What follows belongs to an exercise in optimizing a design on an open flow for small area, a short achievable clock period and few clock cycles per item; a production flow would make more cautious choices. Function was checked by simulation only, so behaviour that the tests miss may differ from the original. Power is estimated from default activity; no workload was simulated.

==> job 6677 <==
Design iir_biquad_cascade, start of the top module:
module iir_biquad_cascade (
  input  logic               clk,
  input  logic               rst,
  input  logic               in_valid,
  output logic               in_ready,
  input  logic signed [15:0] din,
  output logic               out_valid,
  output logic signed [15:0] dout,
  input  logic               flush,
  input  logic               coef_we,
  input  logic [7:0]         coef_addr,
  input  logic signed [15:0] coef_wdata
);
Settings: LEC_CHECK=0, ABC_AREA=1, CAP_MARGIN=20, CORE_MARGIN=2, CORE_UTILIZATION=50, CTS_CLUSTER_DIAMETER=100, CTS_CLUSTER_SIZE=20, SLEW_MARGIN=20; clock period 13.0 ns.
standard.sh (not shown) runs the stock make flow with config.mk's settings and CLKGATE_MAP_FILE= SYNTH_SCRIPT=/design/flow/synth_recipe.tcl, a recipe that flattens the netlist after the stock synthesis.
==> flow/flow/run.sh <==
#!/bin/bash
# The standard layout, with timing repair aiming for setup slack of
# MARGIN ns beyond the design's clock (the constraints are unchanged).
set -euo pipefail
MARGIN=9
bash standard.sh SETUP_SLACK_MARGIN=$MARGIN finish > make_finish.log 2>&1
==> job 9281: changes against job 6677 <==
--- a/flow/design.v
+++ b/flow/design.v
@@ -31,16 +31,16 @@
     end
   endfunction
   logic ph;
   logic [NS-1:0] gm_next;
   always_comb
     for (int k = 0; k < NS; k++) gm_next[k] = (~ph == k[0]);
-  logic [7:0] gq [NS];    
+  logic [15:0] gq [NS];   
   logic [16:0] nsum0 [NS];
   logic [16:0] nsum1 [NS];
-  logic [8:0] lp [2];     
+  logic [16:0] lp [2];    
   logic [23:0] m1p [NS];
   logic [23:0] m1q [NS];
   logic [23:0] m2p [NS];
   logic [23:0] m2q [NS];
   logic [23:0] a1p [2];
   logic [23:0] a1q [2];
@@ -59,18 +59,41 @@
   logic [15:0] ly [2];
   logic          av;      
   logic [NS-1:0] vf;      
   logic [NS-1:0] v1;      
   logic [NS-1:0] v2;      
   logic [NS-1:0] vg;
-  logic accept;
-  assign accept   = in_valid & ph & ~flush;
-  assign in_ready = ph;
+  logic        rdy_n;     
+  logic        accept;    
+  logic        flush_r;
+  logic        we_r;
+  logic [7:0]  addr_r;
+  logic [23:0] wenc_r;    
+  logic [15:0] din_r;
+  assign in_ready = ~rdy_n;
+  always_ff @(posedge clk or posedge rst) begin
+    if (rst) begin
+      rdy_n   <= 1'b0;
+      accept  <= 1'b0;
+      flush_r <= 1'b0;
+      we_r    <= 1'b0;
+    end else begin
+      rdy_n   <= ~rdy_n;
+      accept  <= in_valid & ~rdy_n & ~flush;
+      flush_r <= flush;
+      we_r    <= coef_we;
+    end
+  end
+  always_ff @(posedge clk) begin
+    addr_r <= coef_addr;
+    wenc_r <= benc(coef_wdata, 1'b0);
+    din_r  <= din;
+  end
   logic [23:0] wpos, wneg;
-  assign wpos = benc(coef_wdata, 1'b0);
-  assign wneg = benc(coef_wdata, 1'b1);
+  assign wpos = wenc_r;
+  assign wneg = {~wenc_r[23:16], wenc_r[15:0]};
   logic [15:0] md [NS];
   logic [15:0] mg [NS];
   logic [15:0] ysel [NS];
   logic [33:0] ais [NS];
   logic [33:0] aic [NS];
   logic [33:0] aid [NS];
@@ -94,45 +117,45 @@
       ysel[k] = v2[k] ? y1[k] : y2[k];
       md[k] = (k == 0) ? q1 : y1[k-1];
       mg[k] = q2[k];
       nsum0[k] = {1'b0, negsum(m1p[k][23:16], m1q[k][23:16])};
       nsum1[k] = {1'b0, negsum(m2p[k][23:16], m2q[k][23:16])};
       ais[k][8:0] = gq[k][0] ? nsum0[k][8:0] : as[k][8:0];
-      ais[k][16:9] = gq[k][0] ? nsum0[k][16:9] : as[k][16:9];
-      ais[k][25:17] = gq[k][1] ? 9'd0 : as[k][25:17];
-      ais[k][33:26] = gq[k][1] ? 8'd0 : as[k][33:26];
-      aic[k][8:0] = gq[k][2] ? nsum1[k][8:0] : ac[k][8:0];
-      aic[k][16:9] = gq[k][2] ? nsum1[k][16:9] : ac[k][16:9];
-      aic[k][25:17] = gq[k][3] ? 9'd0 : ac[k][25:17];
-      aic[k][33:26] = gq[k][3] ? 8'd0 : ac[k][33:26];
-      aid[k][8:0] = gq[k][4] ? 9'd0 : ad[k][8:0];
-      aid[k][16:9] = gq[k][4] ? 8'd0 : ad[k][16:9];
-      aid[k][25:17] = gq[k][5] ? 9'd0 : ad[k][25:17];
-      aid[k][33:26] = gq[k][5] ? 8'd0 : ad[k][33:26];
-      aie[k][8:0] = gq[k][6] ? 9'd0 : ae[k][8:0];
-      aie[k][16:9] = gq[k][6] ? 8'd0 : ae[k][16:9];
-      aie[k][25:17] = gq[k][7] ? 9'd0 : ae[k][25:17];
-      aie[k][33:26] = gq[k][7] ? 8'd0 : ae[k][33:26];
+      ais[k][16:9] = gq[k][1] ? nsum0[k][16:9] : as[k][16:9];
+      ais[k][25:17] = gq[k][2] ? 9'd0 : as[k][25:17];
+      ais[k][33:26] = gq[k][3] ? 8'd0 : as[k][33:26];
+      aic[k][8:0] = gq[k][4] ? nsum1[k][8:0] : ac[k][8:0];
+      aic[k][16:9] = gq[k][5] ? nsum1[k][16:9] : ac[k][16:9];
+      aic[k][25:17] = gq[k][6] ? 9'd0 : ac[k][25:17];
+      aic[k][33:26] = gq[k][7] ? 8'd0 : ac[k][33:26];
+      aid[k][8:0] = gq[k][8] ? 9'd0 : ad[k][8:0];
+      aid[k][16:9] = gq[k][9] ? 8'd0 : ad[k][16:9];
+      aid[k][25:17] = gq[k][10] ? 9'd0 : ad[k][25:17];
+      aid[k][33:26] = gq[k][11] ? 8'd0 : ad[k][33:26];
+      aie[k][8:0] = gq[k][12] ? 9'd0 : ae[k][8:0];
+      aie[k][16:9] = gq[k][13] ? 8'd0 : ae[k][16:9];
+      aie[k][25:17] = gq[k][14] ? 9'd0 : ae[k][25:17];
+      aie[k][33:26] = gq[k][15] ? 8'd0 : ae[k][33:26];
     end
     for (int u = 0; u < 2; u++) begin
       lfs[u][8:0] = lp[u][1] ? as[2*u+1][8:0] : as[2*u][8:0];
-      lfs[u][16:9] = lp[u][1] ? as[2*u+1][16:9] : as[2*u][16:9];
-      lfs[u][25:17] = lp[u][2] ? as[2*u+1][25:17] : as[2*u][25:17];
-      lfs[u][33:26] = lp[u][2] ? as[2*u+1][33:26] : as[2*u][33:26];
-      lfc[u][8:0] = lp[u][3] ? ac[2*u+1][8:0] : ac[2*u][8:0];
-      lfc[u][16:9] = lp[u][3] ? ac[2*u+1][16:9] : ac[2*u][16:9];
-      lfc[u][25:17] = lp[u][4] ? ac[2*u+1][25:17] : ac[2*u][25:17];
-      lfc[u][33:26] = lp[u][4] ? ac[2*u+1][33:26] : ac[2*u][33:26];
-      lfd[u][8:0] = lp[u][5] ? ad[2*u+1][8:0] : ad[2*u][8:0];
-      lfd[u][16:9] = lp[u][5] ? ad[2*u+1][16:9] : ad[2*u][16:9];
-      lfd[u][25:17] = lp[u][6] ? ad[2*u+1][25:17] : ad[2*u][25:17];
-      lfd[u][33:26] = lp[u][6] ? ad[2*u+1][33:26] : ad[2*u][33:26];
-      lfe[u][8:0] = lp[u][7] ? ae[2*u+1][8:0] : ae[2*u][8:0];
-      lfe[u][16:9] = lp[u][7] ? ae[2*u+1][16:9] : ae[2*u][16:9];
-      lfe[u][25:17] = lp[u][8] ? ae[2*u+1][25:17] : ae[2*u][25:17];
-      lfe[u][33:26] = lp[u][8] ? ae[2*u+1][33:26] : ae[2*u][33:26];
+      lfs[u][16:9] = lp[u][2] ? as[2*u+1][16:9] : as[2*u][16:9];
+      lfs[u][25:17] = lp[u][3] ? as[2*u+1][25:17] : as[2*u][25:17];
+      lfs[u][33:26] = lp[u][4] ? as[2*u+1][33:26] : as[2*u][33:26];
+      lfc[u][8:0] = lp[u][5] ? ac[2*u+1][8:0] : ac[2*u][8:0];
+      lfc[u][16:9] = lp[u][6] ? ac[2*u+1][16:9] : ac[2*u][16:9];
+      lfc[u][25:17] = lp[u][7] ? ac[2*u+1][25:17] : ac[2*u][25:17];
+      lfc[u][33:26] = lp[u][8] ? ac[2*u+1][33:26] : ac[2*u][33:26];
+      lfd[u][8:0] = lp[u][9] ? ad[2*u+1][8:0] : ad[2*u][8:0];
+      lfd[u][16:9] = lp[u][10] ? ad[2*u+1][16:9] : ad[2*u][16:9];
+      lfd[u][25:17] = lp[u][11] ? ad[2*u+1][25:17] : ad[2*u][25:17];
+      lfd[u][33:26] = lp[u][12] ? ad[2*u+1][33:26] : ad[2*u][33:26];
+      lfe[u][8:0] = lp[u][13] ? ae[2*u+1][8:0] : ae[2*u][8:0];
+      lfe[u][16:9] = lp[u][14] ? ae[2*u+1][16:9] : ae[2*u][16:9];
+      lfe[u][25:17] = lp[u][15] ? ae[2*u+1][25:17] : ae[2*u][25:17];
+      lfe[u][33:26] = lp[u][16] ? ae[2*u+1][33:26] : ae[2*u][33:26];
       sum[u] = ts[u] + tc[u] + td[u];
       if (sum[u][33:29] == 5'b00000 || sum[u][33:29] == 5'b11111)
         y_new[u] = sum[u][29:14];
       else
         y_new[u] = sum[u][33] ? 16'h8000 : 16'h7fff;
     end
@@ -165,25 +188,25 @@
       end
     end else begin
       ph <= ~ph;
       for (int k = 0; k < NS; k++) begin
       end
       for (int k = 0; k < NS; k++) begin
-        if (coef_we && coef_addr == (gm_next[k] ? 8'(5*k+1) : 8'(5*k))) m1p[k] <= wpos;
+        if (we_r && addr_r == (gm_next[k] ? 8'(5*k+1) : 8'(5*k))) m1p[k] <= wpos;
         else m1p[k] <= m1q[k];
-        if (coef_we && coef_addr == (gm_next[k] ? 8'(5*k) : 8'(5*k+1))) m1q[k] <= wpos;
+        if (we_r && addr_r == (gm_next[k] ? 8'(5*k) : 8'(5*k+1))) m1q[k] <= wpos;
         else m1q[k] <= m1p[k];
-        if (coef_we && coef_addr == (gm_next[k] ? 8'(5*k+2) : 8'(5*k+4))) m2p[k] <= gm_next[k] ? wpos : wneg;
+        if (we_r && addr_r == (gm_next[k] ? 8'(5*k+2) : 8'(5*k+4))) m2p[k] <= gm_next[k] ? wpos : wneg;
         else m2p[k] <= m2q[k];
-        if (coef_we && coef_addr == (gm_next[k] ? 8'(5*k+4) : 8'(5*k+2))) m2q[k] <= gm_next[k] ? wneg : wpos;
+        if (we_r && addr_r == (gm_next[k] ? 8'(5*k+4) : 8'(5*k+2))) m2q[k] <= gm_next[k] ? wneg : wpos;
         else m2q[k] <= m2p[k];
       end
       for (int u = 0; u < 2; u++) begin
-        if (coef_we && coef_addr == (ph ? 8'(10*u+3) : 8'(10*u+8))) a1p[u] <= wneg;
+        if (we_r && addr_r == (ph ? 8'(10*u+3) : 8'(10*u+8))) a1p[u] <= wneg;
         else a1p[u] <= a1q[u];
-        if (coef_we && coef_addr == (ph ? 8'(10*u+8) : 8'(10*u+3))) a1q[u] <= wneg;
+        if (we_r && addr_r == (ph ? 8'(10*u+8) : 8'(10*u+3))) a1q[u] <= wneg;
         else a1q[u] <= a1p[u];
       end
     end
   end
   always_ff @(posedge clk or posedge rst) begin
     if (rst) begin
@@ -193,41 +216,41 @@
       end
       av <= 1'b0;
       vf <= '0;
       v1 <= '0;
       v2 <= '0;
       out_valid <= 1'b0;
-    end else if (flush) begin
+    end else if (flush_r) begin
       h0 <= '0; h1 <= '0; h2 <= '0;
       for (int k = 0; k < NS; k++) begin
         y1[k] <= '0; y2[k] <= '0;
       end
       av <= 1'b0;
       vf <= '0;
       v1 <= '0;
       v2 <= '0;
       out_valid <= 1'b0;
     end else begin
       if (accept) begin
-        h0 <= din; h1 <= h0; h2 <= h1;
+        h0 <= din_r; h1 <= h0; h2 <= h1;
       end
       av <= accept;
       vf <= vg;
       v1 <= vf;
       v2 <= v1;
-      out_valid <= v2[NS-1];
+      out_valid <= v2[NS-1] & ~flush;    
       for (int k = 0; k < NS; k++) begin
         if (v2[k]) begin
           y1[k] <= y_new[k/2]; y2[k] <= y1[k];
         end
       end
     end
   end
   always_ff @(posedge clk) begin
-    for (int k = 0; k < NS; k++) gq[k] <= {8{gm_next[k]}};
-    for (int u = 0; u < 2; u++) lp[u] <= {9{~ph}};
+    for (int k = 0; k < NS; k++) gq[k] <= {16{gm_next[k]}};
+    for (int u = 0; u < 2; u++) lp[u] <= {17{~ph}};
   end
   always_ff @(posedge clk) begin
     q1 <= h0;
     for (int k = 0; k < NS; k++) begin
       if (gm_next[k]) q2[k] <= (k == 0) ? h1 : y2[k-1];
       else            q2[k] <= v1[k] ? y1[k] : y2[k];
==> qor summary <==
item	job 6677	job 9281
Fillcell total	21100	21300
Metal-1 WL	209000 µm	157000 µm
Non-CTS inverters	2268	2289
Detailed Place HPWL	394000 µm	348000 µm
Crit path capture type	flip-flop	primary output
Met1 capacity usage during global routing	0.617	0.441
Area of all sequential standard cells	33400 µm²	34500 µm²
Area of the mapped netlist	115000 µm²	116000 µm²
Run status	timing/DRC/antenna clean	timing/DRC/antenna clean
Number of rows created at floorplan	175	176
Simple-gate area share of the yosys netlist	0.0814	0.0789
Clock sink count	1501	1553
Power dissipated in sequential cells	6060 µW	6150 µW
Fin Clk Skew	0.0462 ns	0.0577 ns
Internal power	10000 µW	9630 µW
Power Density	159 nW/µm²	145 nW/µm²
Worst-path fanout max	11	2
Top cell type's share of synthesized area	0.263	0.261
Fraction of power spent switching nets	0.489	0.455
Highest-utilization routing layer at the global route stage	met1	met2
GR Util All Layers	0.424	0.378
Number of cells on the critical path	9	1
Avg Vias per Cell	6.05	5.85
Final hold slack	0.368 ns	0.372 ns
Synthesized-area fraction occupied by ao, oa, aoi and oai cells	0.118	0.117
Testbench counts of job 6677, summed over its fixed seeds: cycles 4,208, items 2,048.
Testbench counts of job 9281, summed over its fixed seeds: cycles 4,208, items 2,048.

[static timing again, ports no longer ideal]
How much do the figures lean on ideal ports? The routed layouts below were timed once more, with nothing changed but the port constraints.
Step 1 sets driving cells, clkbuf_16 on the clock port and buf_2 on the other inputs (assumed; they add their load-dependent delay and slew).
Step 2 times the ports against the registers' clock, not the clock port: input delays grow and output delays shrink by t, the midpoint of the rising clock arrivals with the driver on.
a / b / c = ideal / step 1 / step 2; a / b = the first two.
| run | t (ns) | setup slack, ns | latest minus earliest clock arrival (ns) | worst slew at a driven data input, ns | cell pins on the clock port's net |
|---|---|---|---|---|---|
| job 6677 | 0.914 | 8.943 / 8.864 / 8.148 | 0.047 / 0.047 | 0.09 | 1 |
| job 9281 | 0.924 | 8.952 / 8.858 / 8.379 | 0.060 / 0.060 | 0.06 | 1 |
After both steps every run listed still meets setup and hold. The setup slack of job 6677, which loses most, moves by -0.079 ns with the drivers and by -0.795 ns with both steps. The worst setup slack also covers recovery checks on asynchronous resets.
